What follows belongs to an exercise in optimizing a design on an open flow for small area and few clock cycles per item; a production flow would make more cautious choices.

==> flow/design.v <==
`timescale 1ns / 1ps
`default_nettype none
module multi_slot_stopwatch (
	input  wire                 clk,
	input  wire                 arst_n,
	input  wire                 cmd_valid,
	output logic                cmd_stall,
	input  wire  [7:0]          cmd,
	output logic                rsp_valid,
	input  wire                 rsp_stall,
	output logic [70:0]         rsp
);
	localparam logic [3:0] OP_TICK       = 4'd0;
	localparam logic [3:0] OP_START      = 4'd1;
	localparam logic [3:0] OP_STOP       = 4'd2;
	localparam logic [3:0] OP_RESTART    = 4'd3;
	localparam logic [3:0] OP_CLAIM      = 4'd4;
	localparam logic [3:0] OP_CLAIM_FREE = 4'd5;
	localparam logic [3:0] OP_RELEASE    = 4'd6;
	localparam logic [3:0] OP_RESTAMP    = 4'd7;
	localparam logic [3:0] OP_QUERY      = 4'd8;
	localparam logic [10:0] MAX_H  = 11'd1193;
	localparam logic [5:0]  MAX_M  = 6'd2;
	localparam logic [5:0]  MAX_S  = 6'd47;
	localparam logic [9:0]  MAX_MS = 10'd295;
	wire [3:0] op = cmd[7:4];
	wire [3:0] sl = cmd[3:0];
	logic vld_q;
	wire  hold = vld_q && rsp_stall;
	wire  take = cmd_valid && !hold;
	assign cmd_stall = hold;
	assign rsp_valid = vld_q;
	always_ff @(posedge clk or negedge arst_n) begin
		if (!arst_n) begin
			vld_q <= 1'b0;
		end else if (!hold) begin
			vld_q <= cmd_valid;
		end
	end
	logic [9:0]  e_ms;
	logic [5:0]  e_s, e_m;
	logic [10:0] e_h;
	logic        running;
	logic [15:0] busy;
	logic [9:0]  st_ms [16];
	logic [5:0]  st_s  [16];
	logic [5:0]  st_m  [16];
	logic [10:0] st_h  [16];
	logic [15:0] free_oh;
	logic [3:0]  free_idx;
	logic        free_found;
	always_comb begin
		free_oh  = '0;
		free_idx = '0;
		for (int i = 15; i >= 0; i--) begin
			if (!busy[i]) begin
				free_oh     = '0;
				free_oh[i]  = 1'b1;
				free_idx    = 4'(i);
			end
		end
		free_found = !(&busy);
	end
	logic [15:0] sl_oh;
	always_comb begin
		sl_oh = '0;
		sl_oh[sl] = 1'b1;
	end
	wire is_claim   = op == OP_CLAIM;
	wire is_cfree   = op == OP_CLAIM_FREE;
	wire is_release = op == OP_RELEASE;
	wire is_restamp = op == OP_RESTAMP;
	wire is_query   = op == OP_QUERY;
	wire [15:0] we = {16{take}} &
		(({16{is_claim | is_release | is_restamp}} & sl_oh) | ({16{is_cfree}} & free_oh));
	wire e_zero = (e_ms == '0) && (e_s == '0) && (e_m == '0) && (e_h == '0);
	wire e_max  = (e_ms == MAX_MS) && (e_s == MAX_S) && (e_m == MAX_M) && (e_h == MAX_H);
	always_ff @(posedge clk or negedge arst_n) begin
		if (!arst_n) begin
			e_ms    <= '0;
			e_s     <= '0;
			e_m     <= '0;
			e_h     <= '0;
			running <= 1'b0;
			busy    <= '0;
		end else if (take) begin
			case (op)
				OP_TICK: begin
					if (running) begin
						if (e_max) begin
							e_ms <= '0;
							e_s  <= '0;
							e_m  <= '0;
							e_h  <= '0;
						end else if (e_ms != 10'd999) begin
							e_ms <= e_ms + 10'd1;
						end else begin
							e_ms <= '0;
							if (e_s != 6'd59) begin
								e_s <= e_s + 6'd1;
							end else begin
								e_s <= '0;
								if (e_m != 6'd59) begin
									e_m <= e_m + 6'd1;
								end else begin
									e_m <= '0;
									e_h <= e_h + 11'd1;
								end
							end
						end
					end
				end
				OP_START, OP_STOP: begin
					e_ms    <= '0;
					e_s     <= '0;
					e_m     <= '0;
					e_h     <= '0;
					running <= op == OP_START;
				end
				OP_RESTART: begin
					if (e_zero) begin
						running <= 1'b1;
					end
				end
				OP_CLAIM: busy[sl] <= 1'b1;
				OP_CLAIM_FREE: busy <= busy | free_oh;
				OP_RELEASE: busy[sl] <= 1'b0;
				default: begin
				end
			endcase
		end
	end
	always_ff @(posedge clk) begin
		for (int i = 0; i < 16; i++) begin
			if (we[i]) begin
				st_ms[i] <= e_ms;
				st_s[i]  <= e_s;
				st_m[i]  <= e_m;
				st_h[i]  <= e_h;
			end
		end
	end
	wire [15:0] qsel = {16{is_query}} & busy & sl_oh;
	wire        qb   = |qsel;
	logic [32:0] s_cat;
	always_comb begin
		s_cat = {33{!qb}} & {e_h, e_m, e_s, e_ms};
		for (int i = 0; i < 16; i++) begin
			s_cat = s_cat | ({33{qsel[i]}} & {st_h[i], st_m[i], st_s[i], st_ms[i]});
		end
	end
	wire [9:0]  s_ms = s_cat[9:0];
	wire [5:0]  s_s  = s_cat[15:10];
	wire [5:0]  s_m  = s_cat[21:16];
	wire [10:0] s_h  = s_cat[32:22];
	wire [32:0] e_cat = {e_h, e_m, e_s, e_ms};
	wire [33:0] dif   = {1'b0, e_cat} - {1'b0, s_cat};
	wire [33:0] brw   = dif ^ {1'b0, e_cat} ^ {1'b0, s_cat};
	logic [3:0] slot_out;
	logic       status;
	logic       slot_busy;
	wire        busy_sl = |(busy & sl_oh);
	always_comb begin
		slot_out  = '0;
		status    = 1'b0;
		slot_busy = 1'b0;
		case (op)
			OP_CLAIM: begin
				slot_out  = sl;
				slot_busy = 1'b1;
			end
			OP_CLAIM_FREE: begin
				slot_out  = free_found ? free_idx : 4'd0;
				slot_busy = free_found;
				status    = !free_found;
			end
			OP_RELEASE: slot_out = sl;
			OP_RESTAMP, OP_QUERY: begin
				slot_out  = sl;
				slot_busy = busy_sl;
			end
			default: begin
			end
		endcase
	end
	logic [3:0]  r_slot;
	logic        r_status;
	logic        r_busy;
	logic [32:0] r_dif;
	logic        r_b_ms, r_b_s, r_b_m, r_wrap;
	always_ff @(posedge clk) begin
		if (!hold) begin
			r_slot   <= slot_out;
			r_status <= status;
			r_busy   <= slot_busy;
			r_dif    <= dif[32:0];
			r_b_ms   <= brw[10];
			r_b_s    <= brw[16];
			r_b_m    <= brw[22];
			r_wrap   <= brw[33];
		end
	end
	wire [9:0]  f_ms = r_dif[9:0];
	wire [5:0]  f_s  = r_dif[15:10];
	wire [5:0]  f_m  = r_dif[21:16];
	wire [10:0] f_h  = r_dif[32:22];
	wire [9:0]  d_ms = r_b_ms ? f_ms - 10'd24 : f_ms;
	wire [5:0]  d_s  = r_b_s  ? f_s - 6'd4 : f_s;
	wire [5:0]  d_m  = r_b_m  ? f_m - 6'd4 : f_m;
	wire        c0   = r_wrap && (d_ms >= 10'd704);
	wire        c1   = r_wrap && ((d_s >= 6'd13) || (c0 && (d_s == 6'd12)));
	wire        c2   = r_wrap && ((d_m >= 6'd58) || (c1 && (d_m == 6'd57)));
	wire [9:0]  o_ms = !r_wrap ? d_ms : c0 ? d_ms - 10'd704 : d_ms + 10'd296;
	wire [5:0]  o_s  = !r_wrap ? d_s : (c1 ? d_s - 6'd13 : d_s + 6'd47) + 6'(c0);
	wire [5:0]  o_m  = !r_wrap ? d_m : (c2 ? d_m - 6'd58 : d_m + 6'd2) + 6'(c1);
	wire [10:0] o_h  = f_h + (!r_wrap ? 11'd0 : c2 ? 11'd1194 : 11'd1193);
	wire [3:0]  k_sel = {r_wrap, r_b_m, r_b_s, r_b_ms};
	wire [31:0] k_c   = '0
			| ({32{k_sel == 4'd0}} & 32'd3077644864)
			| ({32{k_sel == 4'd1}} & 32'd3077644840)
			| ({32{k_sel == 4'd2}} & 32'd3077640864)
			| ({32{k_sel == 4'd3}} & 32'd3077640840)
			| ({32{k_sel == 4'd4}} & 32'd3077404864)
			| ({32{k_sel == 4'd5}} & 32'd3077404840)
			| ({32{k_sel == 4'd6}} & 32'd3077400864)
			| ({32{k_sel == 4'd7}} & 32'd3077400840)
			| ({32{k_sel == 4'd8}} & 32'd4294779456)
			| ({32{k_sel == 4'd9}} & 32'd4294779432)
			| ({32{k_sel == 4'd10}} & 32'd4294775456)
			| ({32{k_sel == 4'd11}} & 32'd4294775432)
			| ({32{k_sel == 4'd12}} & 32'd4294539456)
			| ({32{k_sel == 4'd13}} & 32'd4294539432)
			| ({32{k_sel == 4'd14}} & 32'd4294535456)
			| ({32{k_sel == 4'd15}} & 32'd4294535432);
	wire [31:0] p_h  = 32'(f_h);
	wire [31:0] p_m  = 32'(f_m);
	wire [31:0] p_s  = 32'(f_s);
	wire [10:0] c_h  = ~f_h;
	wire [5:0]  c_m  = ~f_m;
	wire [5:0]  c_s  = ~f_s;
	wire [31:0] n_h  = 32'(c_h);
	wire [31:0] n_m  = 32'(c_m);
	wire [31:0] n_s  = 32'(c_s);
	wire [31:0] delta = (p_h << 22) + (n_h << 19) + (n_h << 16) + (n_h << 12) + (n_h << 9) + (p_h << 7)
		+ (p_m << 16) + (n_m << 13) + (p_m << 11) + (p_m << 9) + (p_m << 7) + (n_m << 5)
		+ (p_s << 10) + (n_s << 5) + (p_s << 3) + 32'(f_ms) + k_c;
	assign rsp = {r_slot, r_status, r_busy, delta, o_h, o_m, o_s, o_ms};
endmodule
`default_nettype wire
export LEC_CHECK = 0
export CAP_MARGIN = 20
export CORE_MARGIN = 2
export CORE_UTILIZATION = 40
export SLEW_MARGIN = 20
create_clock -name core_clock -period 8.5 [get_ports {clk}]
run.sh (not shown) runs the stock make flow with config.mk's settings and CLKGATE_MAP_FILE= SYNTH_SCRIPT=/design/flow/synth_recipe.tcl, a recipe that flattens the netlist after the stock synthesis.
The baseline finished clean.
Next try:
--- a/flow/design.v
+++ b/flow/design.v
@@ -205,35 +205,42 @@
 	wire [5:0]  f_m  = r_dif[21:16];
 	wire [10:0] f_h  = r_dif[32:22];
 	wire [9:0]  d_ms = r_b_ms ? f_ms - 10'd24 : f_ms;
 	wire [5:0]  d_s  = r_b_s  ? f_s - 6'd4 : f_s;
 	wire [5:0]  d_m  = r_b_m  ? f_m - 6'd4 : f_m;
-	wire        c0   = r_wrap && (d_ms >= 10'd704);
-	wire        c1   = r_wrap && ((d_s >= 6'd13) || (c0 && (d_s == 6'd12)));
-	wire        c2   = r_wrap && ((d_m >= 6'd58) || (c1 && (d_m == 6'd57)));
-	wire [9:0]  o_ms = !r_wrap ? d_ms : c0 ? d_ms - 10'd704 : d_ms + 10'd296;
-	wire [5:0]  o_s  = !r_wrap ? d_s : (c1 ? d_s - 6'd13 : d_s + 6'd47) + 6'(c0);
-	wire [5:0]  o_m  = !r_wrap ? d_m : (c2 ? d_m - 6'd58 : d_m + 6'd2) + 6'(c1);
-	wire [10:0] o_h  = f_h + (!r_wrap ? 11'd0 : c2 ? 11'd1194 : 11'd1193);
-	wire [3:0]  k_sel = {r_wrap, r_b_m, r_b_s, r_b_ms};
-	wire [31:0] k_c   = '0
-			| ({32{k_sel == 4'd0}} & 32'd3077644864)
-			| ({32{k_sel == 4'd1}} & 32'd3077644840)
-			| ({32{k_sel == 4'd2}} & 32'd3077640864)
-			| ({32{k_sel == 4'd3}} & 32'd3077640840)
-			| ({32{k_sel == 4'd4}} & 32'd3077404864)
-			| ({32{k_sel == 4'd5}} & 32'd3077404840)
-			| ({32{k_sel == 4'd6}} & 32'd3077400864)
-			| ({32{k_sel == 4'd7}} & 32'd3077400840)
-			| ({32{k_sel == 4'd8}} & 32'd4294779456)
-			| ({32{k_sel == 4'd9}} & 32'd4294779432)
-			| ({32{k_sel == 4'd10}} & 32'd4294775456)
-			| ({32{k_sel == 4'd11}} & 32'd4294775432)
-			| ({32{k_sel == 4'd12}} & 32'd4294539456)
-			| ({32{k_sel == 4'd13}} & 32'd4294539432)
-			| ({32{k_sel == 4'd14}} & 32'd4294535456)
-			| ({32{k_sel == 4'd15}} & 32'd4294535432);
+	wire [10:0] x0   = {1'b0, d_ms} + (r_wrap ? 11'd296 : 11'd0);
+	wire        c0   = x0 >= 11'd1000;
+	wire [9:0]  o_ms = c0 ? 10'(x0 - 11'd1000) : x0[9:0];
+	wire [6:0]  x1   = {1'b0, d_s} + (r_wrap ? 7'd47 : 7'd0) + 7'(c0);
+	wire        c1   = x1 >= 7'd60;
+	wire [5:0]  o_s  = c1 ? 6'(x1 - 7'd60) : x1[5:0];
+	wire [6:0]  x2   = {1'b0, d_m} + (r_wrap ? 7'd2 : 7'd0) + 7'(c1);
+	wire        c2   = x2 >= 7'd60;
+	wire [5:0]  o_m  = c2 ? 6'(x2 - 7'd60) : x2[5:0];
+	wire [10:0] o_h  = f_h + (r_wrap ? 11'd1193 : 11'd0) + 11'(c2);
+	logic [31:0] k_c;
+	always_comb begin
+		case ({r_wrap, r_b_m, r_b_s, r_b_ms})
+			4'd0: k_c = 32'd3077644864;
+			4'd1: k_c = 32'd3077644840;
+			4'd2: k_c = 32'd3077640864;
+			4'd3: k_c = 32'd3077640840;
+			4'd4: k_c = 32'd3077404864;
+			4'd5: k_c = 32'd3077404840;
+			4'd6: k_c = 32'd3077400864;
+			4'd7: k_c = 32'd3077400840;
+			4'd8: k_c = 32'd4294779456;
+			4'd9: k_c = 32'd4294779432;
+			4'd10: k_c = 32'd4294775456;
+			4'd11: k_c = 32'd4294775432;
+			4'd12: k_c = 32'd4294539456;
+			4'd13: k_c = 32'd4294539432;
+			4'd14: k_c = 32'd4294535456;
+			4'd15: k_c = 32'd4294535432;
+			default: k_c = 32'd0;
+		endcase
+	end
 	wire [31:0] p_h  = 32'(f_h);
 	wire [31:0] p_m  = 32'(f_m);
 	wire [31:0] p_s  = 32'(f_s);
 	wire [10:0] c_h  = ~f_h;
 	wire [5:0]  c_m  = ~f_m;
Effect:
- Now the flow produced a layout that fails on setup timing
- setup slack degrades by 1.2 ns
- die area shrinks by 1.2%
- non-clock buffer count rises by 93
- sequential share of layout area came out lower by 0.32 points
- maximum frequency came out lower by 13%
- worst hold slack is worse by 0.050 ns
- via count came out lower by 0.69%
Function was not checked in any run of this note: the RTL went through the layout flow alone.

[afterwards: timing with drivers on the ports]
The results above use ideal ports. As a check the final layouts listed here were re-extracted and re-timed, cells and wires unchanged. Step 1 sets driving cells, clkbuf_16 on the clock port and buf_2 on the other inputs (assumed; they add their load-dependent delay and slew). Step 2 adds t to the input delays and takes it off the output delays; t is the mean of the earliest and latest rising clock arrival at the registers after step 1. Input paths then give back, and output paths get back, about the clock's delay inside the block. a / b / c = ideal ports / drivers / drivers and shift; a / b = the first two.
run | t, ns | setup slack, ns | pins driven straight from the clock port
the first run | 0.666 | 0.248 / 0.184 / 0.420 | 1
the second run | 0.669 | -0.966 / -1.035 / -0.366 | 1
